What follows belongs to an exercise in optimizing a design on an open flow for small area, a short achievable clock period and few clock cycles per item; a production flow would make more cautious choices. The RTL was checked by simulation tests, not by an equivalence proof against the original design. No activity file was given, so power comes from the tool's default toggle rates.

--- config.mk ---
export PLATFORM = sky130hd
export DESIGN_NAME = tx_zc_phase_gen
export DESIGN_NICKNAME = tx_zc_phase_gen
export VERILOG_FILES = /design/flow/design.v
export SDC_FILE = /design/flow/constraint.sdc
export NUM_CORES = 4
export LEC_CHECK = 0
export CAP_MARGIN = 20
export CORE_MARGIN = 2
export CORE_UTILIZATION = 40
export SETUP_SLACK_MARGIN = 4.0
export SLEW_MARGIN = 20
--- constraint.sdc ---
create_clock -name core_clock -period 8.0 [get_ports {sys_clk}]
set_input_delay 1.6000 -clock core_clock [delete_from_list [all_inputs] [get_ports {sys_clk}]]
set_output_delay 1.6000 -clock core_clock [all_outputs]
set_load 0.01 [all_outputs]
--- design.v ---
package tx_zc_pkg;
    localparam int ZC_NZC_W_DEF = 12;
    localparam int ZC_OUT_W_DEF = 12;
    localparam int ZC_INV_W_DEF = 18;
    localparam int ZC_T_MULT = 24;
endpackage
module tx_zc_mul (
    input  logic        clk,
    input  logic        i_en,
    input  logic [16:0] i_th,
    input  logic [17:0] i_inv,
    output logic [11:0] o_y,
    output logic [16:0] o_p
);
    logic [18:0] thx;
    logic [8:0]  w_neg, w_one, w_two;
    logic [8:0]  neg, one, two;
    logic        r_dsgn;
    logic [18:0] pp0;
    logic [18:0] pp1;
    logic [18:0] pp2;
    logic [18:0] pp3;
    logic [18:0] pp4;
    logic [18:0] pp5;
    logic [18:0] pp6;
    logic [18:0] pp7;
    logic [18:0] pp8;
    logic [34:0] ra, rb;
    logic [34:6] r_a, r_b;
    logic        r_sgn, r_c6;
    logic [6:0]  w_l6;
    logic s1;
    logic c2;
    logic s3;
    logic c4;
    logic s5;
    logic c6;
    logic s7;
    logic c8;
    logic s9;
    logic c10;
    logic s11;
    logic c12;
    logic s13;
    logic c14;
    logic s15;
    logic c16;
    logic s17;
    logic c18;
    logic s19;
    logic c20;
    logic s21;
    logic c22;
    logic s23;
    logic c24;
    logic s25;
    logic c26;
    logic s27;
    logic c28;
    logic s29;
    logic c30;
    logic s31;
    logic c32;
    logic s33;
    logic c34;
    logic s35;
    logic c36;
    logic s37;
    logic c38;
    logic s39;
    logic c40;
    logic s41;
    logic c42;
    logic s43;
    logic c44;
    logic s45;
    logic c46;
    logic s47;
    logic c48;
    logic s49;
    logic c50;
    logic s51;
    logic c52;
    logic s53;
    logic c54;
    logic s55;
    logic c56;
    logic s57;
    logic c58;
    logic s59;
    logic c60;
    logic s61;
    logic c62;
    logic s63;
    logic c64;
    logic s65;
    logic c66;
    logic s67;
    logic c68;
    logic s69;
    logic c70;
    logic s71;
    logic c72;
    logic s73;
    logic c74;
    logic s75;
    logic c76;
    logic s77;
    logic c78;
    logic s79;
    logic c80;
    logic s81;
    logic c82;
    logic s83;
    logic c84;
    logic s85;
    logic c86;
    logic s87;
    logic c88;
    logic s89;
    logic c90;
    logic s91;
    logic c92;
    logic s93;
    logic c94;
    logic s95;
    logic c96;
    logic s97;
    logic c98;
    logic s99;
    logic c100;
    logic s101;
    logic c102;
    logic s103;
    logic c104;
    logic s105;
    logic c106;
    logic s107;
    logic c108;
    logic s109;
    logic c110;
    logic s111;
    logic c112;
    logic s113;
    logic c114;
    logic s115;
    logic c116;
    logic s117;
    logic c118;
    logic s119;
    logic c120;
    logic s121;
    logic c122;
    logic s123;
    logic c124;
    logic s125;
    logic c126;
    logic s127;
    logic c128;
    logic s129;
    logic c130;
    logic s131;
    logic c132;
    logic s133;
    logic c134;
    logic s135;
    logic c136;
    logic s137;
    logic c138;
    logic s139;
    logic c140;
    logic s141;
    logic c142;
    logic s143;
    logic c144;
    logic s145;
    logic c146;
    logic s147;
    logic c148;
    logic s149;
    logic c150;
    logic s151;
    logic c152;
    logic s153;
    logic c154;
    logic s155;
    logic c156;
    logic s157;
    logic c158;
    logic s159;
    logic c160;
    logic s161;
    logic c162;
    logic s163;
    logic c164;
    logic s165;
    logic c166;
    logic s167;
    logic c168;
    logic s169;
    logic c170;
    logic s171;
    logic c172;
    logic s173;
    logic c174;
    logic s175;
    logic c176;
    logic s177;
    logic c178;
    logic s179;
    logic c180;
    logic s181;
    logic c182;
    logic s183;
    logic c184;
    logic s185;
    logic c186;
    logic s187;
    logic c188;
    logic s189;
    logic c190;
    logic s191;
    logic c192;
    logic s193;
    logic c194;
    logic s195;
    logic c196;
    logic s197;
    logic c198;
    logic s199;
    logic c200;
    logic s201;
    logic c202;
    logic s203;
    logic c204;
    logic s205;
    logic c206;
    logic s207;
    logic c208;
    logic s209;
    logic c210;
    logic s211;
    logic c212;
    logic s213;
    logic c214;
    logic s215;
    logic c216;
    logic s217;
    logic c218;
    logic s219;
    logic c220;
    logic s221;
    logic c222;
    logic s223;
    logic c224;
    logic s225;
    logic c226;
    logic s227;
    logic c228;
    logic s229;
    logic c230;
    logic s231;
    logic c232;
    logic s233;
    logic c234;
    logic s235;
    logic c236;
    logic s237;
    logic c238;
    logic s239;
    logic c240;
    logic s241;
    logic c242;
    logic s243;
    logic c244;
    logic s245;
    logic c246;
    logic s247;
    logic c248;
    logic s249;
    logic c250;
    logic s251;
    logic c252;
    logic s253;
    logic c254;
    logic s255;
    logic c256;
    logic s257;
    logic c258;
    logic s259;
    logic c260;
    logic s261;
    logic c262;
    logic s263;
    logic c264;
    logic s265;
    logic c266;
    logic s267;
    logic c268;
    logic s269;
    logic c270;
    logic s271;
    logic c272;
    logic s273;
    logic c274;
    logic s275;
    logic c276;
    logic s277;
    logic c278;
    logic s279;
    logic c280;
    logic s281;
    logic c282;
    logic s283;
    logic c284;
    logic s285;
    logic c286;
    logic s287;
    logic c288;
    logic s289;
    logic c290;
    logic s291;
    logic c292;
    logic s293;
    logic c294;
    logic s295;
    logic c296;
    logic s297;
    logic c298;
    logic s299;
    logic c300;
    logic s301;
    logic c302;
    logic s303;
    logic c304;
    logic s305;
    logic c306;
    assign thx = {i_th[16], i_th, 1'b0};
    always_comb begin
        for (int i = 0; i < 9; i++) begin
            w_neg[i] = thx[2*i+2] & ~(thx[2*i+1] & thx[2*i]);
            w_one[i] = thx[2*i+1] ^ thx[2*i];
            w_two[i] = (thx[2*i+2] & ~thx[2*i+1] & ~thx[2*i]) | (~thx[2*i+2] & thx[2*i+1] & thx[2*i]);
        end
    end
    always_ff @(posedge clk) begin
        if (i_en) begin
            neg    <= w_neg;
            one    <= w_one;
            two    <= w_two;
            r_dsgn <= i_th[16];
        end
    end
    assign pp0 = (({19{one[0]}} & {1'b0, i_inv}) | ({19{two[0]}} & {i_inv, 1'b0})) ^ {19{neg[0]}};
    assign pp1 = (({19{one[1]}} & {1'b0, i_inv}) | ({19{two[1]}} & {i_inv, 1'b0})) ^ {19{neg[1]}};
    assign pp2 = (({19{one[2]}} & {1'b0, i_inv}) | ({19{two[2]}} & {i_inv, 1'b0})) ^ {19{neg[2]}};
    assign pp3 = (({19{one[3]}} & {1'b0, i_inv}) | ({19{two[3]}} & {i_inv, 1'b0})) ^ {19{neg[3]}};
    assign pp4 = (({19{one[4]}} & {1'b0, i_inv}) | ({19{two[4]}} & {i_inv, 1'b0})) ^ {19{neg[4]}};
    assign pp5 = (({19{one[5]}} & {1'b0, i_inv}) | ({19{two[5]}} & {i_inv, 1'b0})) ^ {19{neg[5]}};
    assign pp6 = (({19{one[6]}} & {1'b0, i_inv}) | ({19{two[6]}} & {i_inv, 1'b0})) ^ {19{neg[6]}};
    assign pp7 = (({19{one[7]}} & {1'b0, i_inv}) | ({19{two[7]}} & {i_inv, 1'b0})) ^ {19{neg[7]}};
    assign pp8 = (({19{one[8]}} & {1'b0, i_inv}) | ({19{two[8]}} & {i_inv, 1'b0})) ^ {19{neg[8]}};
    assign s1 = pp0[16] ^ pp1[14];
    assign c2 = pp0[16] & pp1[14];
    assign s3 = pp0[17] ^ pp1[15];
    assign c4 = pp0[17] & pp1[15];
    assign s5 = pp0[18] ^ pp1[16];
    assign c6 = pp0[18] & pp1[16];
    assign s7 = pp1[17] ^ pp2[15];
    assign c8 = pp1[17] & pp2[15];
    assign s9 = pp1[18] ^ pp2[16];
    assign c10 = pp1[18] & pp2[16];
    assign s11 = ~neg[1] ^ pp2[17];
    assign c12 = ~neg[1] & pp2[17];
    assign s13 = pp0[10] ^ pp1[8];
    assign c14 = pp0[10] & pp1[8];
    assign s15 = pp0[11] ^ pp1[9];
    assign c16 = pp0[11] & pp1[9];
    assign s17 = pp0[12] ^ pp1[10] ^ pp2[8];
    assign c18 = (pp0[12] & pp1[10]) | (pp0[12] & pp2[8]) | (pp1[10] & pp2[8]);
    assign s19 = pp3[6] ^ pp4[4];
    assign c20 = pp3[6] & pp4[4];
    assign s21 = pp0[13] ^ pp1[11] ^ pp2[9];
    assign c22 = (pp0[13] & pp1[11]) | (pp0[13] & pp2[9]) | (pp1[11] & pp2[9]);
    assign s23 = pp3[7] ^ pp4[5];
    assign c24 = pp3[7] & pp4[5];
    assign s25 = pp0[14] ^ pp1[12] ^ pp2[10];
    assign c26 = (pp0[14] & pp1[12]) | (pp0[14] & pp2[10]) | (pp1[12] & pp2[10]);
    assign s27 = pp3[8] ^ pp4[6] ^ pp5[4];
    assign c28 = (pp3[8] & pp4[6]) | (pp3[8] & pp5[4]) | (pp4[6] & pp5[4]);
    assign s29 = pp6[2] ^ pp7[0];
    assign c30 = pp6[2] & pp7[0];
    assign s31 = pp0[15] ^ pp1[13] ^ pp2[11];
    assign c32 = (pp0[15] & pp1[13]) | (pp0[15] & pp2[11]) | (pp1[13] & pp2[11]);
    assign s33 = pp3[9] ^ pp4[7] ^ pp5[5];
    assign c34 = (pp3[9] & pp4[7]) | (pp3[9] & pp5[5]) | (pp4[7] & pp5[5]);
    assign s35 = pp6[3] ^ pp7[1];
    assign c36 = pp6[3] & pp7[1];
    assign s37 = pp2[12] ^ pp3[10] ^ pp4[8];
    assign c38 = (pp2[12] & pp3[10]) | (pp2[12] & pp4[8]) | (pp3[10] & pp4[8]);
    assign s39 = pp5[6] ^ pp6[4] ^ pp7[2];
    assign c40 = (pp5[6] & pp6[4]) | (pp5[6] & pp7[2]) | (pp6[4] & pp7[2]);
    assign s41 = pp8[0] ^ neg[8] ^ s1;
    assign c42 = (pp8[0] & neg[8]) | (pp8[0] & s1) | (neg[8] & s1);
    assign s43 = pp2[13] ^ pp3[11] ^ pp4[9];
    assign c44 = (pp2[13] & pp3[11]) | (pp2[13] & pp4[9]) | (pp3[11] & pp4[9]);
    assign s45 = pp5[7] ^ pp6[5] ^ pp7[3];
    assign c46 = (pp5[7] & pp6[5]) | (pp5[7] & pp7[3]) | (pp6[5] & pp7[3]);
    assign s47 = pp8[1] ^ s3 ^ c2;
    assign c48 = (pp8[1] & s3) | (pp8[1] & c2) | (s3 & c2);
    assign s49 = pp2[14] ^ pp3[12] ^ pp4[10];
    assign c50 = (pp2[14] & pp3[12]) | (pp2[14] & pp4[10]) | (pp3[12] & pp4[10]);
    assign s51 = pp5[8] ^ pp6[6] ^ pp7[4];
    assign c52 = (pp5[8] & pp6[6]) | (pp5[8] & pp7[4]) | (pp6[6] & pp7[4]);
    assign s53 = pp8[2] ^ s5 ^ c4;
    assign c54 = (pp8[2] & s5) | (pp8[2] & c4) | (s5 & c4);
    assign s55 = pp3[13] ^ pp4[11] ^ pp5[9];
    assign c56 = (pp3[13] & pp4[11]) | (pp3[13] & pp5[9]) | (pp4[11] & pp5[9]);
    assign s57 = pp6[7] ^ pp7[5] ^ pp8[3];
    assign c58 = (pp6[7] & pp7[5]) | (pp6[7] & pp8[3]) | (pp7[5] & pp8[3]);
    assign s59 = neg[0] ^ s7 ^ c6;
    assign c60 = (neg[0] & s7) | (neg[0] & c6) | (s7 & c6);
    assign s61 = pp3[14] ^ pp4[12] ^ pp5[10];
    assign c62 = (pp3[14] & pp4[12]) | (pp3[14] & pp5[10]) | (pp4[12] & pp5[10]);
    assign s63 = pp6[8] ^ pp7[6] ^ pp8[4];
    assign c64 = (pp6[8] & pp7[6]) | (pp6[8] & pp8[4]) | (pp7[6] & pp8[4]);
    assign s65 = neg[0] ^ s9 ^ c8;
    assign c66 = (neg[0] & s9) | (neg[0] & c8) | (s9 & c8);
    assign s67 = pp3[15] ^ pp4[13] ^ pp5[11];
    assign c68 = (pp3[15] & pp4[13]) | (pp3[15] & pp5[11]) | (pp4[13] & pp5[11]);
    assign s69 = pp6[9] ^ pp7[7] ^ pp8[5];
    assign c70 = (pp6[9] & pp7[7]) | (pp6[9] & pp8[5]) | (pp7[7] & pp8[5]);
    assign s71 = ~neg[0] ^ s11 ^ c10;
    assign c72 = (~neg[0] & s11) | (~neg[0] & c10) | (s11 & c10);
    assign s73 = pp2[18] ^ pp3[16] ^ pp4[14];
    assign c74 = (pp2[18] & pp3[16]) | (pp2[18] & pp4[14]) | (pp3[16] & pp4[14]);
    assign s75 = pp5[12] ^ pp6[10] ^ pp7[8];
    assign c76 = (pp5[12] & pp6[10]) | (pp5[12] & pp7[8]) | (pp6[10] & pp7[8]);
    assign s77 = ~(pp8[6] ^ c12);
    assign c78 = pp8[6] | c12;
    assign s79 = ~neg[2] ^ pp3[17] ^ pp4[15];
    assign c80 = (~neg[2] & pp3[17]) | (~neg[2] & pp4[15]) | (pp3[17] & pp4[15]);
    assign s81 = pp5[13] ^ pp6[11] ^ pp7[9];
    assign c82 = (pp5[13] & pp6[11]) | (pp5[13] & pp7[9]) | (pp6[11] & pp7[9]);
    assign s83 = pp3[18] ^ pp4[16] ^ pp5[14];
    assign c84 = (pp3[18] & pp4[16]) | (pp3[18] & pp5[14]) | (pp4[16] & pp5[14]);
    assign s85 = pp6[12] ^ pp7[10];
    assign c86 = pp6[12] & pp7[10];
    assign s87 = ~neg[3] ^ pp4[17] ^ pp5[15];
    assign c88 = (~neg[3] & pp4[17]) | (~neg[3] & pp5[15]) | (pp4[17] & pp5[15]);
    assign s89 = pp4[18] ^ pp5[16];
    assign c90 = pp4[18] & pp5[16];
    assign s91 = pp0[6] ^ pp1[4];
    assign c92 = pp0[6] & pp1[4];
    assign s93 = pp0[7] ^ pp1[5];
    assign c94 = pp0[7] & pp1[5];
    assign s95 = pp0[8] ^ pp1[6] ^ pp2[4];
    assign c96 = (pp0[8] & pp1[6]) | (pp0[8] & pp2[4]) | (pp1[6] & pp2[4]);
    assign s97 = pp3[2] ^ pp4[0];
    assign c98 = pp3[2] & pp4[0];
    assign s99 = pp0[9] ^ pp1[7] ^ pp2[5];
    assign c100 = (pp0[9] & pp1[7]) | (pp0[9] & pp2[5]) | (pp1[7] & pp2[5]);
    assign s101 = pp3[3] ^ pp4[1];
    assign c102 = pp3[3] & pp4[1];
    assign s103 = pp2[6] ^ pp3[4] ^ pp4[2];
    assign c104 = (pp2[6] & pp3[4]) | (pp2[6] & pp4[2]) | (pp3[4] & pp4[2]);
    assign s105 = pp5[0] ^ neg[5] ^ s13;
    assign c106 = (pp5[0] & neg[5]) | (pp5[0] & s13) | (neg[5] & s13);
    assign s107 = pp2[7] ^ pp3[5] ^ pp4[3];
    assign c108 = (pp2[7] & pp3[5]) | (pp2[7] & pp4[3]) | (pp3[5] & pp4[3]);
    assign s109 = pp5[1] ^ s15 ^ c14;
    assign c110 = (pp5[1] & s15) | (pp5[1] & c14) | (s15 & c14);
    assign s111 = pp5[2] ^ pp6[0] ^ neg[6];
    assign c112 = (pp5[2] & pp6[0]) | (pp5[2] & neg[6]) | (pp6[0] & neg[6]);
    assign s113 = s17 ^ s19 ^ c16;
    assign c114 = (s17 & s19) | (s17 & c16) | (s19 & c16);
    assign s115 = pp5[3] ^ pp6[1] ^ s21;
    assign c116 = (pp5[3] & pp6[1]) | (pp5[3] & s21) | (pp6[1] & s21);
    assign s117 = s23 ^ c18 ^ c20;
    assign c118 = (s23 & c18) | (s23 & c20) | (c18 & c20);
    assign s119 = neg[7] ^ s25 ^ s27;
    assign c120 = (neg[7] & s25) | (neg[7] & s27) | (s25 & s27);
    assign s121 = s29 ^ c22 ^ c24;
    assign c122 = (s29 & c22) | (s29 & c24) | (c22 & c24);
    assign s123 = s31 ^ s33 ^ s35;
    assign c124 = (s31 & s33) | (s31 & s35) | (s33 & s35);
    assign s125 = c26 ^ c28 ^ c30;
    assign c126 = (c26 & c28) | (c26 & c30) | (c28 & c30);
    assign s127 = s37 ^ s39 ^ s41;
    assign c128 = (s37 & s39) | (s37 & s41) | (s39 & s41);
    assign s129 = c32 ^ c34 ^ c36;
    assign c130 = (c32 & c34) | (c32 & c36) | (c34 & c36);
    assign s131 = s43 ^ s45 ^ s47;
    assign c132 = (s43 & s45) | (s43 & s47) | (s45 & s47);
    assign s133 = c38 ^ c40 ^ c42;
    assign c134 = (c38 & c40) | (c38 & c42) | (c40 & c42);
    assign s135 = s49 ^ s51 ^ s53;
    assign c136 = (s49 & s51) | (s49 & s53) | (s51 & s53);
    assign s137 = c44 ^ c46 ^ c48;
    assign c138 = (c44 & c46) | (c44 & c48) | (c46 & c48);
    assign s139 = s55 ^ s57 ^ s59;
    assign c140 = (s55 & s57) | (s55 & s59) | (s57 & s59);
    assign s141 = c50 ^ c52 ^ c54;
    assign c142 = (c50 & c52) | (c50 & c54) | (c52 & c54);
    assign s143 = s61 ^ s63 ^ s65;
    assign c144 = (s61 & s63) | (s61 & s65) | (s63 & s65);
    assign s145 = c56 ^ c58 ^ c60;
    assign c146 = (c56 & c58) | (c56 & c60) | (c58 & c60);
    assign s147 = s67 ^ s69 ^ s71;
    assign c148 = (s67 & s69) | (s67 & s71) | (s69 & s71);
    assign s149 = c62 ^ c64 ^ c66;
    assign c150 = (c62 & c64) | (c62 & c66) | (c64 & c66);
    assign s151 = s73 ^ s75 ^ s77;
    assign c152 = (s73 & s75) | (s73 & s77) | (s75 & s77);
    assign s153 = c68 ^ c70 ^ c72;
    assign c154 = (c68 & c70) | (c68 & c72) | (c70 & c72);
    assign s155 = pp8[7] ^ s79 ^ s81;
    assign c156 = (pp8[7] & s79) | (pp8[7] & s81) | (s79 & s81);
    assign s157 = c74 ^ c76 ^ c78;
    assign c158 = (c74 & c76) | (c74 & c78) | (c76 & c78);
    assign s159 = ~(pp8[8] ^ s83);
    assign c160 = pp8[8] | s83;
    assign s161 = s85 ^ c80 ^ c82;
    assign c162 = (s85 & c80) | (s85 & c82) | (c80 & c82);
    assign s163 = pp6[13] ^ pp7[11] ^ pp8[9];
    assign c164 = (pp6[13] & pp7[11]) | (pp6[13] & pp8[9]) | (pp7[11] & pp8[9]);
    assign s165 = s87 ^ c84 ^ c86;
    assign c166 = (s87 & c84) | (s87 & c86) | (c84 & c86);
    assign s167 = pp6[14] ^ pp7[12] ^ pp8[10];
    assign c168 = (pp6[14] & pp7[12]) | (pp6[14] & pp8[10]) | (pp7[12] & pp8[10]);
    assign s169 = ~(s89 ^ c88);
    assign c170 = s89 | c88;
    assign s171 = ~neg[4] ^ pp5[17] ^ pp6[15];
    assign c172 = (~neg[4] & pp5[17]) | (~neg[4] & pp6[15]) | (pp5[17] & pp6[15]);
    assign s173 = pp7[13] ^ pp8[11] ^ c90;
    assign c174 = (pp7[13] & pp8[11]) | (pp7[13] & c90) | (pp8[11] & c90);
    assign s175 = pp5[18] ^ pp6[16] ^ pp7[14];
    assign c176 = (pp5[18] & pp6[16]) | (pp5[18] & pp7[14]) | (pp6[16] & pp7[14]);
    assign s177 = ~pp8[12];
    assign c178 = pp8[12];
    assign s179 = ~neg[5] ^ pp6[17] ^ pp7[15];
    assign c180 = (~neg[5] & pp6[17]) | (~neg[5] & pp7[15]) | (pp6[17] & pp7[15]);
    assign s181 = pp6[18] ^ pp7[16];
    assign c182 = pp6[18] & pp7[16];
    assign s183 = pp0[4] ^ pp1[2];
    assign c184 = pp0[4] & pp1[2];
    assign s185 = pp0[5] ^ pp1[3] ^ pp2[1];
    assign c186 = (pp0[5] & pp1[3]) | (pp0[5] & pp2[1]) | (pp1[3] & pp2[1]);
    assign s187 = pp2[2] ^ pp3[0] ^ neg[3];
    assign c188 = (pp2[2] & pp3[0]) | (pp2[2] & neg[3]) | (pp3[0] & neg[3]);
    assign s189 = pp2[3] ^ pp3[1] ^ s93;
    assign c190 = (pp2[3] & pp3[1]) | (pp2[3] & s93) | (pp3[1] & s93);
    assign s191 = neg[4] ^ s95 ^ s97;
    assign c192 = (neg[4] & s95) | (neg[4] & s97) | (s95 & s97);
    assign s193 = s99 ^ s101 ^ c96;
    assign c194 = (s99 & s101) | (s99 & c96) | (s101 & c96);
    assign s195 = s103 ^ s105 ^ c100;
    assign c196 = (s103 & s105) | (s103 & c100) | (s105 & c100);
    assign s197 = s107 ^ s109 ^ c104;
    assign c198 = (s107 & s109) | (s107 & c104) | (s109 & c104);
    assign s199 = s111 ^ s113 ^ c108;
    assign c200 = (s111 & s113) | (s111 & c108) | (s113 & c108);
    assign s201 = s115 ^ s117 ^ c112;
    assign c202 = (s115 & s117) | (s115 & c112) | (s117 & c112);
    assign s203 = s119 ^ s121 ^ c116;
    assign c204 = (s119 & s121) | (s119 & c116) | (s121 & c116);
    assign s205 = s123 ^ s125 ^ c120;
    assign c206 = (s123 & s125) | (s123 & c120) | (s125 & c120);
    assign s207 = s127 ^ s129 ^ c124;
    assign c208 = (s127 & s129) | (s127 & c124) | (s129 & c124);
    assign s209 = s131 ^ s133 ^ c128;
    assign c210 = (s131 & s133) | (s131 & c128) | (s133 & c128);
    assign s211 = s135 ^ s137 ^ c132;
    assign c212 = (s135 & s137) | (s135 & c132) | (s137 & c132);
    assign s213 = s139 ^ s141 ^ c136;
    assign c214 = (s139 & s141) | (s139 & c136) | (s141 & c136);
    assign s215 = s143 ^ s145 ^ c140;
    assign c216 = (s143 & s145) | (s143 & c140) | (s145 & c140);
    assign s217 = s147 ^ s149 ^ c144;
    assign c218 = (s147 & s149) | (s147 & c144) | (s149 & c144);
    assign s219 = s151 ^ s153 ^ c148;
    assign c220 = (s151 & s153) | (s151 & c148) | (s153 & c148);
    assign s221 = s155 ^ s157 ^ c152;
    assign c222 = (s155 & s157) | (s155 & c152) | (s157 & c152);
    assign s223 = s159 ^ s161 ^ c156;
    assign c224 = (s159 & s161) | (s159 & c156) | (s161 & c156);
    assign s225 = s163 ^ s165 ^ c160;
    assign c226 = (s163 & s165) | (s163 & c160) | (s165 & c160);
    assign s227 = s167 ^ s169 ^ c164;
    assign c228 = (s167 & s169) | (s167 & c164) | (s169 & c164);
    assign s229 = s171 ^ s173 ^ c168;
    assign c230 = (s171 & s173) | (s171 & c168) | (s173 & c168);
    assign s231 = s175 ^ s177 ^ c172;
    assign c232 = (s175 & s177) | (s175 & c172) | (s177 & c172);
    assign s233 = pp8[13] ^ s179 ^ c176;
    assign c234 = (pp8[13] & s179) | (pp8[13] & c176) | (s179 & c176);
    assign s235 = ~(pp8[14] ^ s181);
    assign c236 = pp8[14] | s181;
    assign s237 = ~neg[6] ^ pp7[17] ^ pp8[15];
    assign c238 = (~neg[6] & pp7[17]) | (~neg[6] & pp8[15]) | (pp7[17] & pp8[15]);
    assign s239 = pp7[18] ^ pp8[16];
    assign c240 = pp7[18] & pp8[16];
    assign s241 = pp0[2] ^ pp1[0];
    assign c242 = pp0[2] & pp1[0];
    assign s243 = pp0[3] ^ pp1[1];
    assign c244 = pp0[3] & pp1[1];
    assign s245 = pp2[0] ^ neg[2] ^ s183;
    assign c246 = (pp2[0] & neg[2]) | (pp2[0] & s183) | (neg[2] & s183);
    assign s247 = ~(s185 ^ c184);
    assign c248 = s185 | c184;
    assign s249 = s91 ^ s187 ^ c186;
    assign c250 = (s91 & s187) | (s91 & c186) | (s187 & c186);
    assign s251 = c92 ^ s189 ^ c188;
    assign c252 = (c92 & s189) | (c92 & c188) | (s189 & c188);
    assign s253 = c94 ^ s191 ^ c190;
    assign c254 = (c94 & s191) | (c94 & c190) | (s191 & c190);
    assign s255 = c98 ^ s193 ^ c192;
    assign c256 = (c98 & s193) | (c98 & c192) | (s193 & c192);
    assign s257 = c102 ^ s195 ^ c194;
    assign c258 = (c102 & s195) | (c102 & c194) | (s195 & c194);
    assign s259 = c106 ^ s197 ^ c196;
    assign c260 = (c106 & s197) | (c106 & c196) | (s197 & c196);
    assign s261 = c110 ^ s199 ^ c198;
    assign c262 = (c110 & s199) | (c110 & c198) | (s199 & c198);
    assign s263 = c114 ^ s201 ^ c200;
    assign c264 = (c114 & s201) | (c114 & c200) | (s201 & c200);
    assign s265 = c118 ^ s203 ^ c202;
    assign c266 = (c118 & s203) | (c118 & c202) | (s203 & c202);
    assign s267 = c122 ^ s205 ^ c204;
    assign c268 = (c122 & s205) | (c122 & c204) | (s205 & c204);
    assign s269 = c126 ^ s207 ^ c206;
    assign c270 = (c126 & s207) | (c126 & c206) | (s207 & c206);
    assign s271 = c130 ^ s209 ^ c208;
    assign c272 = (c130 & s209) | (c130 & c208) | (s209 & c208);
    assign s273 = c134 ^ s211 ^ c210;
    assign c274 = (c134 & s211) | (c134 & c210) | (s211 & c210);
    assign s275 = c138 ^ s213 ^ c212;
    assign c276 = (c138 & s213) | (c138 & c212) | (s213 & c212);
    assign s277 = c142 ^ s215 ^ c214;
    assign c278 = (c142 & s215) | (c142 & c214) | (s215 & c214);
    assign s279 = c146 ^ s217 ^ c216;
    assign c280 = (c146 & s217) | (c146 & c216) | (s217 & c216);
    assign s281 = c150 ^ s219 ^ c218;
    assign c282 = (c150 & s219) | (c150 & c218) | (s219 & c218);
    assign s283 = c154 ^ s221 ^ c220;
    assign c284 = (c154 & s221) | (c154 & c220) | (s221 & c220);
    assign s285 = c158 ^ s223 ^ c222;
    assign c286 = (c158 & s223) | (c158 & c222) | (s223 & c222);
    assign s287 = c162 ^ s225 ^ c224;
    assign c288 = (c162 & s225) | (c162 & c224) | (s225 & c224);
    assign s289 = c166 ^ s227 ^ c226;
    assign c290 = (c166 & s227) | (c166 & c226) | (s227 & c226);
    assign s291 = c170 ^ s229 ^ c228;
    assign c292 = (c170 & s229) | (c170 & c228) | (s229 & c228);
    assign s293 = c174 ^ s231 ^ c230;
    assign c294 = (c174 & s231) | (c174 & c230) | (s231 & c230);
    assign s295 = c178 ^ s233 ^ c232;
    assign c296 = (c178 & s233) | (c178 & c232) | (s233 & c232);
    assign s297 = c180 ^ s235 ^ c234;
    assign c298 = (c180 & s235) | (c180 & c234) | (s235 & c234);
    assign s299 = c182 ^ s237 ^ c236;
    assign c300 = (c182 & s237) | (c182 & c236) | (s237 & c236);
    assign s301 = ~(s239 ^ c238);
    assign c302 = s239 | c238;
    assign s303 = ~neg[7] ^ pp8[17] ^ c240;
    assign c304 = (~neg[7] & pp8[17]) | (~neg[7] & c240) | (pp8[17] & c240);
    assign s305 = ~pp8[18];
    assign c306 = pp8[18];
    assign ra[0] = pp0[0];
    assign rb[0] = neg[0];
    assign ra[1] = pp0[1];
    assign rb[1] = 1'b0;
    assign ra[2] = neg[1];
    assign rb[2] = s241;
    assign ra[3] = s243;
    assign rb[3] = c242;
    assign ra[4] = s245;
    assign rb[4] = c244;
    assign ra[5] = s247;
    assign rb[5] = c246;
    assign ra[6] = s249;
    assign rb[6] = c248;
    assign ra[7] = s251;
    assign rb[7] = c250;
    assign ra[8] = s253;
    assign rb[8] = c252;
    assign ra[9] = s255;
    assign rb[9] = c254;
    assign ra[10] = s257;
    assign rb[10] = c256;
    assign ra[11] = s259;
    assign rb[11] = c258;
    assign ra[12] = s261;
    assign rb[12] = c260;
    assign ra[13] = s263;
    assign rb[13] = c262;
    assign ra[14] = s265;
    assign rb[14] = c264;
    assign ra[15] = s267;
    assign rb[15] = c266;
    assign ra[16] = s269;
    assign rb[16] = c268;
    assign ra[17] = s271;
    assign rb[17] = c270;
    assign ra[18] = s273;
    assign rb[18] = c272;
    assign ra[19] = s275;
    assign rb[19] = c274;
    assign ra[20] = s277;
    assign rb[20] = c276;
    assign ra[21] = s279;
    assign rb[21] = c278;
    assign ra[22] = s281;
    assign rb[22] = c280;
    assign ra[23] = s283;
    assign rb[23] = c282;
    assign ra[24] = s285;
    assign rb[24] = c284;
    assign ra[25] = s287;
    assign rb[25] = c286;
    assign ra[26] = s289;
    assign rb[26] = c288;
    assign ra[27] = s291;
    assign rb[27] = c290;
    assign ra[28] = s293;
    assign rb[28] = c292;
    assign ra[29] = s295;
    assign rb[29] = c294;
    assign ra[30] = s297;
    assign rb[30] = c296;
    assign ra[31] = s299;
    assign rb[31] = c298;
    assign ra[32] = s301;
    assign rb[32] = c300;
    assign ra[33] = s303;
    assign rb[33] = c302;
    assign ra[34] = s305;
    assign rb[34] = c304;
    assign w_l6 = {1'b0, ra[5:0]} + {1'b0, rb[5:0]};
    always_ff @(posedge clk) begin
        if (i_en) begin
            r_a   <= ra[34:6];
            r_b   <= rb[34:6];
            r_sgn <= r_dsgn;
            r_c6  <= w_l6[6];
        end
    end
    logic [22:6] w_lo;
    logic [17:0] w_sum;
    assign w_sum = {r_a[22:6], r_c6} + {r_b[22:6], r_c6};
    assign w_lo  = w_sum[17:1];
    assign o_p  = w_lo[22:6];
    logic [34:17] w_p, w_o, w_g;
    logic         w_z0, w_z1;
    assign w_p   = r_a[34:17] ^ r_b[34:17];
    assign w_o   = r_a[34:17] | r_b[34:17];
    assign w_g   = r_a[34:17] & r_b[34:17];
    assign w_z0  = !w_lo[17] && (w_o[33:17] == w_p[34:18]);
    assign w_z1  = w_lo[17] && (w_g[33:17] == ~w_p[34:18]);
    assign o_y   = (w_z0 || w_z1) ? w_lo[17:6] : (r_sgn ? 12'h800 : 12'h7ff);
endmodule
module tx_zc_phase_gen #(
    parameter int NZC_W  = tx_zc_pkg::ZC_NZC_W_DEF,
    parameter int OUT_W  = tx_zc_pkg::ZC_OUT_W_DEF,
    parameter int INV_W  = tx_zc_pkg::ZC_INV_W_DEF,
    parameter int PH_W   = NZC_W + 5
) (
    input  logic             sys_clk,
    input  logic             rst,
    input  logic             start,
    input  logic             abort,
    input  logic [NZC_W-1:0] zc_N_zc,
    input  logic [NZC_W-1:0] zc_len,
    input  logic [NZC_W-1:0] zc_start_index,
    input  logic [PH_W-1:0]  zc_Q,
    input  logic [PH_W-1:0]  zc_P,
    input  logic [INV_W-1:0] zc_inv_T,
    input  logic             theta_ready,
    output logic             theta_valid,
    output logic [OUT_W-1:0] theta_data,
    output logic             theta_last,
    output logic             busy,
    output logic             cfg_err
);
    logic        r_busy, r_idle, r_cfg_err;
    logic        r_ph_q2;    
    logic        r_ph_e0;    
    logic        r_ph_run;   
    logic        r_ph_w1;    
    logic        r_ph_w2;    
    logic        r_ph_w3;    
    logic        r_s1_valid, r_s1_last, r_s2_valid, r_s2_last, r_out_valid, r_out_last;
    logic [11:0] r_out_data;
    logic [11:0] r_nzc;          
    logic [13:0] r_t3;           
    logic [16:0] r_q;            
    logic [16:0] r_p;            
    logic [17:0] r_inv;          
    logic [11:0] r_rem;          
    logic [11:0] r_skip;         
    logic [11:0]        r_mc;    
    logic               r_wrap;  
    logic               r_usep;  
    logic signed [16:0] r_th;    
    logic [16:0]        r_e;     
    logic [4:0]         r_z;     
    logic [4:0]         r_pm;    
    logic [13:0] w_3n;
    logic [14:0] w_qc_a, w_qc_b, w_qc_s, w_qc_c, w_qc_r;
    logic [14:0] w_pc_s, w_pc_c, w_pc_r;
    logic [15:0] w_q2_a, w_q2_b, w_q2_s, w_q2_c, w_q2x;
    logic        w_cfg_ok, w_accept, w_adv, w_step, w_done, w_last_step;
    logic [16:0] w_t, w_half;
    logic [16:0] w_q2;
    logic [18:0] w_tha, w_thb, w_tnx, w_hnx, w_ths, w_s1, w_c1, w_ths_m, w_s2, w_c2, w_thc;
    logic [16:0] w_th_nxt;
    logic        w_wrap_nxt, w_e0_nxt;
    logic [16:0] w_ea;
    logic [18:0] w_eq, w_tx, w_ed, w_s3, w_c3, w_edt;
    logic [16:0] w_e_nxt;
    logic [1:0]  w_p3;
    logic [4:0]  w_pm;
    logic [3:0]  w_zl_s;
    logic [4:0]  w_z_nxt, w_zth5;
    logic [16:0] w_zth;
    logic [17:0] w_mul_b;
    logic [11:0] w_sat;
    logic [16:0] w_prod;
    logic        w_th_ld;
    logic [16:0] w_th_d;
    assign w_qc_a   = {3'b000, zc_N_zc};
    assign w_qc_b   = ~{1'b0, zc_N_zc, 2'b00};
    assign w_qc_s   = w_qc_a ^ w_qc_b ^ {1'b0, zc_Q[16:3]};
    assign w_qc_c   = {(w_qc_a[13:0] & w_qc_b[13:0]) | ((w_qc_a[13:0] | w_qc_b[13:0]) & zc_Q[16:3]), 1'b1};
    assign w_qc_r   = w_qc_s + w_qc_c;
    assign w_pc_s   = w_qc_a ^ w_qc_b ^ {1'b0, zc_P[16:3]};
    assign w_pc_c   = {(w_qc_a[13:0] & w_qc_b[13:0]) | ((w_qc_a[13:0] | w_qc_b[13:0]) & zc_P[16:3]), 1'b1};
    assign w_pc_r   = w_pc_s + w_pc_c;
    assign w_cfg_ok = (zc_N_zc[11:2] != '0 || zc_N_zc[1:0] == 2'd3) && (zc_len != '0) &&
                      (zc_start_index < zc_len) && w_qc_r[14] && w_pc_r[14];
    assign w_accept = !r_busy && start && w_cfg_ok;
    assign w_adv       = !(r_out_valid && !theta_ready);
    assign w_step      = w_adv && r_ph_run;
    assign w_last_step = (r_rem == 12'd1);
    assign w_done      = r_out_valid && r_out_last && theta_ready;
    assign w_t    = {r_t3, 3'b000};
    assign w_half = {1'b0, r_t3, 2'b00};
    assign w_3n    = 14'(r_nzc) + {1'b0, r_nzc, 1'b0};
    assign w_q2_a  = {4'b0000, r_nzc};
    assign w_q2_b  = ~{2'b00, r_nzc, 2'b00};
    assign w_q2_s  = w_q2_a ^ w_q2_b ^ {1'b0, r_q[16:2]};
    assign w_q2_c  = {(w_q2_a[14:0] & w_q2_b[14:0]) | ((w_q2_a[14:0] | w_q2_b[14:0]) & r_q[16:2]), 1'b1};
    assign w_q2x   = w_q2_s + w_q2_c;
    assign w_q2    = w_q2x[15] ? {r_q[15:0], 1'b0} : {w_q2x[13:0], r_q[1:0], 1'b0};
    assign w_tha  = {r_th[16], r_th[16], r_th};
    assign w_thb  = {2'b00, r_e};
    assign w_tnx  = ~{2'b00, w_t};
    assign w_hnx  = ~{2'b00, w_half};
    assign w_ths  = w_tha + w_thb;
    assign w_s1   = w_tha ^ w_thb ^ w_tnx;
    assign w_c1   = {(w_tha[17:0] & w_thb[17:0]) | (w_tha[17:0] & w_tnx[17:0]) | (w_thb[17:0] & w_tnx[17:0]), 1'b1};
    assign w_ths_m = w_s1 + w_c1;
    assign w_s2   = w_tha ^ w_thb ^ w_hnx;
    assign w_c2   = {(w_tha[17:0] & w_thb[17:0]) | (w_tha[17:0] & w_hnx[17:0]) | (w_thb[17:0] & w_hnx[17:0]), 1'b1};
    assign w_thc  = w_s2 + w_c2;
    assign w_th_nxt = w_thc[18] ? w_ths[16:0] : w_ths_m[16:0];
    assign w_ea   = r_usep ? r_p : r_e;
    assign w_eq   = ~{2'b00, r_q};
    assign w_tx   = {2'b00, w_t};
    assign w_ed   = {2'b00, w_ea} - {2'b00, r_q};
    assign w_s3   = {2'b00, w_ea} ^ w_eq ^ w_tx;
    assign w_c3   = {({1'b0, w_ea} & w_eq[17:0]) | ({1'b0, w_ea} & w_tx[17:0]) | (w_eq[17:0] & w_tx[17:0]), 1'b1};
    assign w_edt  = w_s3 + w_c3;
    assign w_e_nxt = w_ed[18] ? w_edt[16:0] : w_ed[16:0];
    function automatic logic [1:0] add3(input logic [1:0] a, input logic [1:0] b);
        case ({a, b})
            4'b0000: add3 = 2'd0;  4'b0001: add3 = 2'd1;  4'b0010: add3 = 2'd2;
            4'b0100: add3 = 2'd1;  4'b0101: add3 = 2'd2;  4'b0110: add3 = 2'd0;
            4'b1000: add3 = 2'd2;  4'b1001: add3 = 2'd0;  4'b1010: add3 = 2'd1;
            default: add3 = 2'd0;
        endcase
    endfunction
    function automatic logic [1:0] red3(input logic [1:0] g);
        red3 = {g[1] & ~g[0], g[0] & ~g[1]};
    endfunction
    always_comb begin
        logic [1:0] r0, r1, r2, r3, r4, r5, r6;
        r0 = red3(r_p[4:3]);   r1 = red3(r_p[6:5]);   r2 = red3(r_p[8:7]);
        r3 = red3(r_p[10:9]);  r4 = red3(r_p[12:11]); r5 = red3(r_p[14:13]);
        r6 = red3(r_p[16:15]);
        w_p3 = add3(add3(add3(r0, r1), add3(r2, r3)), add3(add3(r4, r5), r6));
    end
    assign w_pm = {w_p3, r_p[2:0]};
    assign w_zl_s  = {1'b0, r_z[2:0]} + {1'b0, r_pm[2:0]};
    assign w_z_nxt = {add3(add3(r_z[4:3], r_pm[4:3]), {1'b0, w_zl_s[3]}), w_zl_s[2:0]};
    assign w_zth5  = (r_z[4:3] == 2'd2) ? {2'b11, r_z[2:0]} :
                     (r_z[4:3] == 2'd1 && r_z[2]) ? {2'b10, r_z[2:0]} : {1'b0, r_z[3], r_z[2:0]};
    assign w_zth   = {{12{w_zth5[4]}}, w_zth5};
    always_comb begin
        if (r_ph_q2)      w_th_d = '0;
        else if (r_ph_w3) w_th_d = w_prod;
        else if (r_wrap)  w_th_d = w_zth;
        else              w_th_d = w_th_nxt;
    end
    assign w_th_ld = r_ph_q2 || (w_adv && (r_ph_run || r_ph_w3));
    assign w_mul_b = r_ph_w2 ? {r_nzc, 6'b000000} : r_inv;
    tx_zc_mul u_mul (.clk(sys_clk), .i_en(w_adv), .i_th(r_th), .i_inv(w_mul_b),
                     .o_y(w_sat), .o_p(w_prod));
    assign w_e0_nxt   = !rst && !abort && r_busy && r_ph_q2;
    assign w_wrap_nxt = r_ph_q2 ? 1'b0 : (w_step ? (!r_wrap && r_mc == 12'd2) : r_wrap);
    always_ff @(posedge sys_clk) begin
        if (rst || abort) begin
            r_busy      <= 1'b0;
            r_idle      <= 1'b1;
            r_ph_q2     <= 1'b0;
            r_ph_e0     <= 1'b0;
            r_ph_run    <= 1'b0;
            r_ph_w1     <= 1'b0;
            r_ph_w2     <= 1'b0;
            r_ph_w3     <= 1'b0;
            r_s1_valid  <= 1'b0;
            r_s1_last   <= 1'b0;
            r_s2_valid  <= 1'b0;
            r_s2_last   <= 1'b0;
            r_out_valid <= 1'b0;
            r_out_last  <= 1'b0;
            r_cfg_err   <= 1'b0;
        end else begin
            r_cfg_err <= !r_busy && start && !w_cfg_ok;
            if (!r_busy) begin
                r_busy  <= w_accept;
                r_idle  <= !w_accept;
                r_ph_q2 <= w_accept;
            end else begin
                if (w_done) begin
                    r_busy <= 1'b0;
                    r_idle <= 1'b1;
                end
                r_ph_q2 <= 1'b0;
                r_ph_e0 <= r_ph_q2;
                if (r_ph_e0) r_ph_run <= 1'b1;
                if (w_adv) begin
                    if (r_ph_run && (w_last_step || r_wrap)) r_ph_run <= 1'b0;
                    r_ph_w1 <= r_ph_run && !w_last_step && r_wrap;
                    r_ph_w2 <= r_ph_w1;
                    r_ph_w3 <= r_ph_w2;
                    if (r_ph_w3) r_ph_run <= 1'b1;
                end
            end
            if (w_adv) begin
                r_s1_valid  <= w_step && (r_skip == '0);
                r_s1_last   <= w_last_step;
                r_s2_valid  <= r_s1_valid;
                r_s2_last   <= r_s1_last;
                r_out_valid <= r_s2_valid;
                r_out_last  <= r_s2_last;
            end
        end
    end
    always_ff @(posedge sys_clk) begin
        if (r_idle) begin
            r_nzc  <= zc_N_zc;
            r_q    <= zc_Q;
            r_p    <= zc_P;
            r_inv  <= zc_inv_T;
            r_rem  <= zc_len;
            r_skip <= zc_start_index;
        end else begin
            if (r_ph_q2) begin
                r_q  <= w_q2;
                r_t3 <= w_3n;
            end
            if (w_step) begin
                r_rem <= r_rem - 12'd1;
                if (r_skip != '0) r_skip <= r_skip - 12'd1;
            end
        end
    end
    always_ff @(posedge sys_clk) begin
        if (w_th_ld) begin
            r_th <= w_th_d;
        end
        r_wrap <= w_wrap_nxt;
        r_usep <= w_e0_nxt || w_wrap_nxt;
        if (r_ph_q2) begin
            r_mc   <= r_nzc;
            r_pm   <= w_pm;
            r_z    <= w_pm;
        end
        if (r_ph_e0) begin
            r_e <= w_e_nxt;
        end
        if (w_step) begin
            r_e <= w_e_nxt;
            if (r_wrap) begin
                r_z    <= w_z_nxt;
                r_mc   <= r_nzc;
            end else begin
                r_mc   <= r_mc - 12'd1;
            end
        end
        if (w_adv) begin
            r_out_data <= w_sat;
        end
    end
    assign theta_valid = r_out_valid;
    assign theta_data  = r_out_data;
    assign theta_last  = r_out_last;
    assign busy        = r_busy;
    assign cfg_err     = r_cfg_err;
endmodule
--- flow/run.sh ---
#!/bin/bash
# The standard layout, with the ports buffered by buf_2 cells instead of the
# default choice of buffer cell.
set -euo pipefail
export BUFFER_PORTS_ARGS="-buffer_cell sky130_fd_sc_hd__buf_2"
bash standard.sh > standard.log 2>&1
--- standard.sh ---
#!/bin/bash
# synth_recipe.tcl (not shown) runs the flow's synth.tcl, then flattens the netlist and writes it again
# the make line also repeats each setting of config.mk as NAME=value (left out here)
make -C /OpenROAD-flow-scripts/flow DESIGN_CONFIG=/design/flow/config.mk WORK_HOME=/design/flow/orfs CLKGATE_MAP_FILE= SYNTH_SCRIPT=/design/flow/synth_recipe.tcl "${@:-finish}"
==> out/metrics.yaml, run 1 <==
clk_latency_ps: 560
coreArea_sq_um: 67400
power_density_nw_per_um2: 248.9
rr_worst_depth: 14
place_congestion: 0.9154
start_kind: "flip-flop"
yosysWarnings: 2
fin_crit_sh_pct: 49.22
yosys.area_share.simple_pct: 9.496
drtAntennaViolNets: 0
drc: 0
max_cap_viol_count: 0
path_clk_slew_ps: 60
rsz0062_at_grt: "true"
rrSetupSlack_ps: 4060
syn-mean-instance-area_sq_um: 9.770
drive_gt1_share_pct: 9.732
synth_xor_xnor_area_share_pct: 10.27
routedWlPerCell_microns: 18.76
synth-seq-cells: 274
status: "finished clean"
r2r_start: "r_usep"
p_leak_nw: 13.58
slowest_stage: "fa_1"
postCtsHoldBufs: 0
min-delay-start: "r_s2_last"
ys_seq_area_share_pct: 29.35
portBuffers: 108
via_per_inst: 5.315
r2r-end: "r_e[16]"
antenna_found_initial: 1
crit_type: "reg2reg"
die_y_microns: 265.2
slew_violations: 0
synth_fp_nets: 3347
dr.pass1.iters: 5
drt_iter0_drc: 1346
cts_buffers: 37
crit_chain: "buf_6 -> o21a_1 -> inv_1 -> ha_1 -> fa_1 -> nor2b_1 -> o31a_1 -> o41ai_4 -> o2111ai_1 -> a41o_1 -> a21oi_1 -> xnor2_1 -> mux2i_1 -> xor2_1"
fin_skew_ps: 33.46
crit_path_max_fanout: 34
first_global_vias: 20880
yosysTopAreaCell: "edfxtp_1"
fmax_ghz: 0.2540
ys_async_sr_fraction_pct: 0
synth_adder_area_share_pct: 26.67
grt_pass1_wl_mm: 112.3
synth-edff-count: 252
fill_cells: 6388
synthCells: 2793
cts.sinks: 274
grt_max_degree: 77
die_area_sq_um: 70320
finalSetupViolCount: 0
cp-endpoint: "r_e[16]"
clock_tree.buffer_depth: 3
vias: 20100
synth_mux_area_share_pct: 2.875
end_kind: "flip-flop"
dpl.hpwl_mm: 55.53
final_util_pct: 44.96
cp_num_cells: 14
tritoncts: "yes"
critPathArrivalTime_ps: 4230
required_ps: 8290
area_growth_syn_to_layout_pct: 11.06
nets: 3437
cts-root-buf: "clkbuf_16"
synth_top_area_share_pct: 27.73
startpoint: "r_usep"
ioPinCount: 109
slew_headroom_pct: 29.50
grt_util_all_layers_pct: 20.14
ys.flop_type: "edfxtp_1"
hp-class: "reg2reg"
multiInputGateArea_sq_um: 17230
fin_setup_tns_ps: 0
worst_pin_slew_ps: 1058
cpPeakStageDelay_ps: 460
die_w_microns: 265.2
period_minus_slack_ps: 3937
totalWireLength_mm: 70.96
synth_compound_area_share_pct: 13.37
grt.overflow.total: 0
start_util_pct: 40.49
critPathBufInv: 2
syn-cell-area_sq_um: 27290
num_rows: 95
crit_family: "compound AO/OA/AOI/OAI gates"
hold_viol_final: 0
cts_htree_levels: 2
synth_area_leaders: "edfxtp_1 (28%), fa_1 (15%), ha_1 (12%)"
synth.distinct_cells: 80
synth_top_family_by_area: "adder cells"
seqCellArea_sq_um: 8015
ir_drop_mv: 0.1581
-- layer usage --
metal  up-vias  track usage, %  wire length, microns
li1       9642               -                     -
met3       136           2.333                  2852
met5         -               0                    13
met2       446           34.95                 34690
met1      9877           25.98                 31160
met4         2           7.131                  2246
-- state kept, by name (all words and copies together) (netlist names), 8 cells and up --
register	count
r_rem	12
r_p	17
r_mc	12
u_mul.one	9
r_th	17
r_t3	14
u_mul.two	8
r_q	17
r_inv	18
r_skip	12
r_out_data	12
r_e	17
u_mul.r_a	29
u_mul.r_b	29
u_mul.neg	9
r_nzc	12
-- layout by cell type (no fill, tap or decap), types with 23 or more instances in the layout --
cell type and instances:
o21a_1 46, mux2i_1 57, xnor2_1 225, edfxtp_1 252
a21oi_1 88, buf_2 108, nor2_1 132, o21ai_0 115
xor2_1 95, buf_4 56, clkbuf_16 37, inv_1 450
nor4_1 23, fa_1 201, nand3_1 39, nor2b_1 32
nand2b_1 28, ha_1 260, a21o_1 30, nor3_1 35
a22oi_1 131, nand2_1 186
-- final cells by class --
class,count,share of cell area [%]
multi-input cells,1943,56.85
flip-flops and latches,274,26.45
inverters,456,5.656
well taps,873,3.604
repair buffers,171,3.571
clock buffers,50,3.315
clock inverters,14,0.5450
diodes,1,0.008258
-- logic make-up (layout without fill, tap and decap cells) --
kind of cell	Yosys count	count (layout)
AND/OR/NAND/NOR	547	547
flip-flops	274	274
XOR/XNOR	320	320
adder cells (fa/ha/maj)	461	461
multiplexers	76	76
other	0	1
AO/OA/AOI/OAI	539	539
buffers and inverters	576	691
-- worst min-delay path by stage --
stage | depth (start not counted) | slack, ps | endpoint
global placement | 2 | 440 | r_s1_valid
floorplan | 0 | 400 | u_mul.r_sgn
global route | 2 | 460 | r_out_last
detailed placement | 2 | 450 | r_s1_valid
finish | 2 | 430 | r_out_last
CTS | 2 | 440 | r_out_last
-- report_power, final --
part / internal, mW / switching, mW
sequential: 1.99 / 0.206
combinational: 1.60 / 2.12
clock: 0.978 / 0.648
total: 4.57 / 2.98
-- worst reg2reg max path: cells and delay by family, from the launching register on --
family / cells / cell delay (ps)
fa+ha+maj: 2 / 790
compound gates: 6 / 1690
flops: 1 / 320
mux: 1 / 90
simple gates: 1 / 170
xor+xnor: 2 / 290
buf+inv: 2 / 330
-- cells in the mapped netlist (all sizes together), types with 22 or more instances --
library cell and number:
a21o 30, a21oi 92, a22oi 137, buf 36, clkbuf 84, dfxtp 22
edfxtp 252, fa 201, ha 260, inv 456, mux2i 57, nand2 187
nand2b 28, nand3 40, nor2 132, nor2b 32, nor3 35, nor4 23
o21a 46, o21ai 117, xnor2 225, xor2 95
-- stage by stage --
stage	instances	instance area, sq um	power (mW)	setup slack, ps	hold WS (ps)
floorplan	2793	27360	4.911	4012	400.3
global placement	3676	28650	5.790	3609	444.8
detailed placement	3678	28700	5.930	3497	449.2
CTS	3752	29980	7.600	4002	442.4
global route	3781	30300	8.209	3888	458.2
finish	3782	30300	7.543	4063	434.3
-- repair_timing --
item | 4_1_cts | 5_1_grt
pin swaps | 0 | 5
setup endpoints to repair | 43 | 40
setup buffers | 10 | 29
resized for setup | 9 | 16
Testbench counts, summed over its fixed seeds: cycles 47,060, items 46,621.
==> inputs of run 2 (changes only) <==
--- a/config.mk
+++ b/config.mk
@@ -8,5 +8,8 @@
 export CAP_MARGIN = 20
 export CORE_MARGIN = 2
 export CORE_UTILIZATION = 40
+export CTS_BUF_LIST = sky130_fd_sc_hd__clkbuf_8
+export CTS_CLUSTER_DIAMETER = 60
+export CTS_CLUSTER_SIZE = 20
 export SETUP_SLACK_MARGIN = 4.0
 export SLEW_MARGIN = 20
==> run 2 against run 1 <==
- still clean
- design area down 1.1%
- maximum frequency grew 0.29%
- sequential power hardly changed
- final cell count grew 0.13%
- sequential cell count is the same
- largest power group unchanged
- highest routed layer unchanged
==> out/metrics.yaml, run 2 <==
status: "finished clean"
synth.distinct_cells: 80  # unchanged
tritoncts: "yes"
syn-cell-area_sq_um: 27290  # unchanged
synth-seq-cells: 274  # unchanged
crit_type: "reg2reg"
coreArea_sq_um: 67400  # unchanged
wl_met3_mm: 3.174  # +11%
postCtsHoldBufs: 0  # unchanged
synth.most_common_cell: "inv_1"
yosysTopAreaCell: "edfxtp_1"
die_w_microns: 265.2  # unchanged
start_kind: "flip-flop"
dpl.hpwl_mm: 55.53  # unchanged
fmax_ghz: 0.2547  # +0.29%
synth_top_area_share_pct: 27.73  # unchanged
slew_violations: 0  # unchanged
vias: 20230  # +0.64%
period_minus_slack_ps: 3926  # -11.24 ps
num_rows: 95  # unchanged
drive_gt1_share_pct: 10.09  # +0.36 points
start_util_pct: 40.49  # unchanged
reg_top3: "u_mul.r_a: 29 flops, u_mul.r_b: 29 flops, r_inv: 18 flops"
synth_area_leaders: "edfxtp_1 (28%), fa_1 (15%), ha_1 (12%)"
wl_met2_mm: 34.71  # about the same
rsz0062_at_grt: "true"
ir_drop_mv: 0.1291  # -18%
drtAntennaViolNets: 0  # unchanged
final_cell_mix: "inv_1 (452), ha_1 (260), edfxtp_1 (252)"
first_global_vias: 20850  # -0.13%
met1_length_mm: 31.10  # -0.17%
antenna_found_initial: 1  # unchanged
final_util_pct: 44.47  # -0.50 points
area_growth_syn_to_layout_pct: 9.831
drt_iter0_drc: 1231  # -8.5%
p_leak_nw: 13.43  # -1.1%
grt.overflow.total: 0  # unchanged
crit_family: "compound AO/OA/AOI/OAI gates"
synthCells: 2793  # unchanged
antenna_cells: 0  # -1
clk_latency_ps: 630  # +70 ps
max_cap_viol_count: 0  # unchanged
dr.pass1.iters: 6  # +1
ys_seq_area_share_pct: 29.35  # unchanged
finalSetupViolCount: 0  # unchanged
end_kind: "flip-flop"
critPathArrivalTime_ps: 4300  # +70 ps
power_density_nw_per_um2: 237.4  # -4.6%
fin_skew_ps: 23.59  # -9.869 ps
cts.sinks: 274  # unchanged
grt_util_all_layers_pct: 20.19  # +0.048 points
dr.max_layer_used: "met5"
crit_chain: "buf_6 -> o21a_1 -> inv_1 -> ha_1 -> fa_1 -> nor2b_1 -> o31a_1 -> o41ai_4 -> o2111ai_1 -> a41o_1 -> a21oi_1 -> xnor2_1 -> mux2i_1 -> xor2_1"
layout.cells.most_common: "inv_1"
cts_htree_levels: 2  # unchanged
hold_viol_final: 0  # unchanged
grt_pass1_wl_mm: 112.6  # +0.29%
synth_fp_nets: 3347  # unchanged
crit_path_max_fanout: 34  # unchanged
slew_headroom_pct: 29.68  # +0.18 points
ys.flop_type: "edfxtp_1"
fin_crit_sh_pct: 49.08  # -0.14 points
worst_pin_slew_ps: 1055  # -2.740 ps
yosys-top-cells-count: "inv_1 (453), ha_1 (260), edfxtp_1 (252)"
syn-mean-instance-area_sq_um: 9.770  # unchanged
required_ps: 8380  # +90 ps
critPathBufInv: 2  # unchanged
cts_buffers: 35  # -5.4%
hp-class: "reg2reg"
cpPeakStageDelay_ps: 460  # about the same
portBuffers: 108  # unchanged
ys_async_sr_fraction_pct: 0  # unchanged
die_y_microns: 265.2  # unchanged
slowest_stage: "fa_1"
synth-edff-count: 252  # unchanged
clock_tree.buffer_depth: 3  # unchanged
grt_max_degree: 77  # unchanged
drc: 0  # unchanged
yosysWarnings: 2  # unchanged
totalWireLength_mm: 71.29  # +0.47%
routedWlPerCell_microns: 18.83  # +0.34%
via_per_inst: 5.342  # +0.51%
ioPinCount: 109  # unchanged
die_area_sq_um: 70320  # unchanged
cts-root-buf: "clkbuf_8"
path_clk_slew_ps: 90  # +30 ps
place_congestion: 0.9154  # unchanged
nets: 3441  # +0.12%
fin_setup_tns_ps: 0  # unchanged
[run 2: cell counts after synthesis]
Identical to the previous run, type by type.
[run 2: final cells by class]
cell class | count | area, sq um
tap | 873 | 1092
inverter | 456 | 1714
clock inverter | 28 | 300.3
clock buffer | 36 | 495.5
multi-input combinational | 1944 | 17220
timing repair buffer | 176 | 1130
sequential | 274 | 8015
fill | 6409 | 37430
[run 2: per-layer routing]
layer | vias to the layer above | track usage (%)
met1 | 9958 | 26.02
met5 | - | 0
li1 | 9663 | -
met3 | 131 | 2.407
met4 | 2 | 6.963
met2 | 478 | 35.09
[run 2: repair_timing]
| item | CTS | global route |
|---|---|---|
| buffers inserted | 12 | 32 |
| gates cloned | 0 | 1 |
| pin swaps | 0 | 5 |
| setup endpoints to repair | 43 | 37 |
| resized for setup | 8 | 10 |
[run 2: worst register-to-register path: cells and delay by family, from the launching register on]
| kind | cells | cell delay [ps] |
|---|---|---|
| AND/OR/NAND/NOR | 1 | 170 |
| XOR/XNOR | 2 | 280 |
| adder cells (fa/ha/maj) | 2 | 790 |
| buffers and inverters | 2 | 330 |
| multiplexers | 1 | 90 |
| flip-flops | 1 | 340 |
| AO/OA/AOI/OAI | 6 | 1680 |
[run 2: path summary, 6_finish.rpt]
check        startpoint          to  slack [ps]  cells after the start
max reg2reg      r_usep     r_e[16]        4070                     14
min reg2reg   r_s2_last  r_out_last         450                      2
max              r_usep     r_e[16]        4070                     14
min           r_s2_last  r_out_last         450                      2
[run 2: where the power goes]
group          internal (mW)  switching (mW)  leakage [nW]
combinational           1.60            2.12          10.3
sequential              1.98           0.204          2.76
clock                  0.556           0.652         0.391
[run 2: logic make-up after synthesis]
group	count (synthesis)	synth area share, %
AOI/OAI and AO/OA	539	13.37
buffers and inverters	576	7.974
muxes	76	2.875
xor gates and xnor gates	320	10.27
adders and majority gates	461	26.67
DFF	274	29.35
and+or+nand+nor	547	9.496
[run 2: metrics by stage]
step | instance area (sq um) | setup slack [ps] | hold slack [ps] | total power [mW] | cells
after detailed placement | 28700 | 3497 | 449.2 | 5.930 | 3678
final | 29970 | 4074 | 449.8 | 7.114 | 3787
after CTS | 29630 | 4002 | 445.5 | 7.187 | 3754
after floorplan | 27360 | 4012 | 400.3 | 4.911 | 2793
after global routing | 29970 | 3884 | 471.0 | 7.804 | 3787
after global placement | 28650 | 3609 | 444.8 | 5.790 | 3676
==> inputs of run 3 (changes only) <==
--- a/config.mk
+++ b/config.mk
@@ -11,5 +11,6 @@
 export CTS_BUF_LIST = sky130_fd_sc_hd__clkbuf_8
 export CTS_CLUSTER_DIAMETER = 60
 export CTS_CLUSTER_SIZE = 20
+export GPL_TIMING_DRIVEN = 1
 export SETUP_SLACK_MARGIN = 4.0
 export SLEW_MARGIN = 20
==> run 3 against run 2 <==
- register-to-register slack hardly changed
- highest routed layer unchanged
- power stayed put
- maximum frequency stayed put
- largest power group unchanged
- hold slack stayed put
- clock power hardly changed
- still clean
- global-route usage stayed put
- die area stayed put
==> out/metrics.yaml, run 3 <==
drt_iter0_drc: 1231  # unchanged
layout.cells.most_common: "inv_1"
drc: 0  # unchanged
slew_headroom_pct: 29.68  # unchanged
power_density_nw_per_um2: 237.4  # unchanged
die_area_sq_um: 70320  # unchanged
cts_htree_levels: 2  # unchanged
drive_gt1_share_pct: 10.09  # unchanged
ys_seq_area_share_pct: 29.35  # unchanged
antenna_cells: 0  # unchanged
die_y_microns: 265.2  # unchanged
drtAntennaViolNets: 0  # unchanged
path_clk_slew_ps: 90  # about the same
cts-root-buf: "clkbuf_8"
hold_end: "r_out_last"
rr_worst_depth: 14  # unchanged
startpoint: "r_usep"
yosysTopAreaCell: "edfxtp_1"
status: "finished clean"
ys.flop_type: "edfxtp_1"
combPwrFrac_pct: 52.3  # about the same
r2r-end: "r_e[16]"
slew_violations: 0  # unchanged
ioPinCount: 109  # unchanged
min-delay-start: "r_s2_last"
reg_top3: "u_mul.r_a: 29 flops, u_mul.r_b: 29 flops, r_inv: 18 flops"
hp-class: "reg2reg"
routedWlPerCell_microns: 18.83  # unchanged
rrSetupSlack_ps: 4070  # about the same
r2r_start: "r_usep"
fin_setup_tns_ps: 0  # unchanged
antenna_found_initial: 1  # unchanged
crit_chain: "buf_6 -> o21a_1 -> inv_1 -> ha_1 -> fa_1 -> nor2b_1 -> o31a_1 -> o41ai_4 -> o2111ai_1 -> a41o_1 -> a21oi_1 -> xnor2_1 -> mux2i_1 -> xor2_1"
synthCells: 2793  # unchanged
clock_tree.buffer_depth: 3  # unchanged
ys_async_sr_fraction_pct: 0  # unchanged
first_global_vias: 20850  # unchanged
worst_pin_slew_ps: 1055  # unchanged
dr.pass1.iters: 6  # unchanged
p_leak_nw: 13.43  # unchanged
finalSetupViolCount: 0  # unchanged
cts_buffers: 35  # unchanged
syn-mean-instance-area_sq_um: 9.770  # unchanged
area_growth_syn_to_layout_pct: 9.831  # unchanged
ir_drop_mv: 0.1291  # unchanged
syn-cell-area_sq_um: 27290  # unchanged
sw_frac_of_total_pct: 41.82  # unchanged
coreArea_sq_um: 67400  # unchanged
clk_latency_ps: 630  # about the same
start_kind: "flip-flop"
start_util_pct: 40.49  # unchanged
timing.hold.ws_ps: 449.8  # unchanged
yosysWarnings: 2  # unchanged
fmax_ghz: 0.2547  # unchanged
clockPowerShare_pct: 17.0  # about the same
rsz0062_at_grt: "true"
critPathArrivalTime_ps: 4300  # about the same
p_sw_mw: 2.975  # unchanged
crit_type: "reg2reg"
vias: 20230  # unchanged
synth.distinct_cells: 80  # unchanged
synth-seq-cells: 274  # unchanged
cpPeakStageDelay_ps: 460  # about the same
cts.sinks: 274  # unchanged
hold_viol_final: 0  # unchanged
via_per_inst: 5.342  # unchanged
grt.overflow.total: 0  # unchanged
totalWireLength_mm: 71.29  # unchanged
required_ps: 8380  # about the same
synth_fp_nets: 3347  # unchanged
period_minus_slack_ps: 3926  # unchanged
portBuffers: 108  # unchanged
crit_path_max_fanout: 34  # unchanged
grt_util_all_layers_pct: 20.19  # unchanged
end_kind: "flip-flop"
grt_max_degree: 77  # unchanged
dpl.hpwl_mm: 55.53  # unchanged
hold_depth: 2  # unchanged
tritoncts: "yes"
num_rows: 95  # unchanged
synth-edff-count: 252  # unchanged
synth.most_common_cell: "inv_1"
grt_pass1_wl_mm: 112.6  # unchanged
final_util_pct: 44.47  # unchanged
die_w_microns: 265.2  # unchanged
synth_top_area_share_pct: 27.73  # unchanged
final_cell_mix: "inv_1 (452), ha_1 (260), edfxtp_1 (252)"
p_seq_share_pct: 30.7  # about the same
synth_area_leaders: "edfxtp_1 (28%), fa_1 (15%), ha_1 (12%)"
slowest_stage: "fa_1"
yosys-top-cells-count: "inv_1 (453), ha_1 (260), edfxtp_1 (252)"
fill_cells: 6409  # unchanged
place_congestion: 0.9154  # unchanged
internal_power_mw: 4.138  # unchanged
max_cap_viol_count: 0  # unchanged
fin_skew_ps: 23.59  # unchanged
nets: 3441  # unchanged
fin_crit_sh_pct: 49.08  # unchanged
-- run 3: per-stage QoR --
stage	setup WS (ps)	instance area, sq um	total power [mW]	instances
final	4074	29970	7.114	3787
after CTS	4002	29630	7.187	3754
after floorplan	4012	27360	4.911	2793
after detailed placement	3497	28700	5.930	3678
after global placement	3609	28650	5.790	3676
after global routing	3884	29970	7.804	3787
-- run 3: timing repair --
action / CTS / global route
gates cloned: 0 / 1
setup endpoints to repair: 43 / 37
resized for setup: 8 / 10
pin swaps: 0 / 5
hold buffers: 0 / 0
buffers inserted: 12 / 32
-- run 3: metal layers --
layer	vias to the layer above	part of all wire [%]	global-route usage [%]	routed length [microns]
met5	-	0.018	0	13
met4	2	3.2	6.963	2293
met3	131	4.5	2.407	3174
met2	478	49	35.09	34710
met1	9958	44	26.02	31100
li1	9663	-	-	-
-- run 3: cell families after synthesis --
logic type / share of synthesized area [%]
xor+xnor: 10.27
fa+ha+maj: 26.67
flops: 29.35
mux: 2.875
compound gates: 13.37
simple gates: 9.496
buf+inv: 7.974
-- run 3: power by group through the flow --
stage | clock network, mW | logic [mW] | registers (mW)
6_report | 1.21 | 3.72 | 2.19
5_1_grt | 1.30 | 4.29 | 2.22
4_1_cts | 1.26 | 3.73 | 2.19
3_5_place_dp | 0 | 3.70 | 2.23
3_3_place_gp | 0 | 3.56 | 2.23
2_1_floorplan | 0 | 2.79 | 2.12
-- run 3: worst max path at each step --
stage                    end  slack, ps  cells past startpoint
2_1_floorplan  u_mul.r_a[19]       4010                     10
3_3_place_gp          r_idle       3610                     13
3_5_place_dp          r_idle       3500                     13
4_1_cts        u_mul.r_a[21]       4000                     10
5_1_grt              r_e[16]       3880                     14
6_report             r_e[16]       4070                     14
-- run 3: final cells by class --
| class | count | area [sq um] | area share [%] |
|---|---|---|---|
| clock buffer | 36 | 495.5 | 1.653 |
| clock inverter | 28 | 300.3 | 1.002 |
| inverter | 456 | 1714 | 5.720 |
| multi-input combinational | 1944 | 17220 | 57.47 |
| sequential | 274 | 8015 | 26.74 |
| tap | 873 | 1092 | 3.645 |
| timing repair buffer | 176 | 1130 | 3.770 |
-- run 3: worst max-delay path: cells and delay by family, from the launching register on --
family | cells | cell delay [ps]
flip-flops | 1 | 340
AO/OA/AOI/OAI | 6 | 1640
multiplexers | 1 | 90
buffers and inverters | 2 | 330
adder cells (fa/ha/maj) | 2 | 790
AND/OR/NAND/NOR | 1 | 170
XOR/XNOR | 2 | 280

-- re-timing with driven ports --
The results above use ideal ports. As a check the final layouts listed here were re-extracted and re-timed, cells and wires unchanged.
Step 1 sets driving cells, clkbuf_16 on the clock port and buf_2 on the other inputs (assumed; they add their load-dependent delay and slew).
Step 2 moves the port delays by t, midway between the first and last clock arrival at a register: inputs arrive t later, outputs are due t later. That takes back most of the time a late clock gives input paths.
a / b / c = ideal ports / drivers / drivers and shift; a / b = the first two.
run | t (ns) | setup slack, ns | hold slack, ns | cell pins on the clock port's net
run 1 | 0.603 | 4.063 / 4.063 / 3.579 | 0.434 / 0.434 / 0.434 | 1
run 2 | 0.671 | 4.074 / 4.074 / 3.489 | 0.450 / 0.450 / 0.450 | 1
run 3 | 0.671 | 4.074 / 4.074 / 3.489 | 0.450 / 0.450 / 0.450 | 1
After both steps every run listed still meets setup and hold.
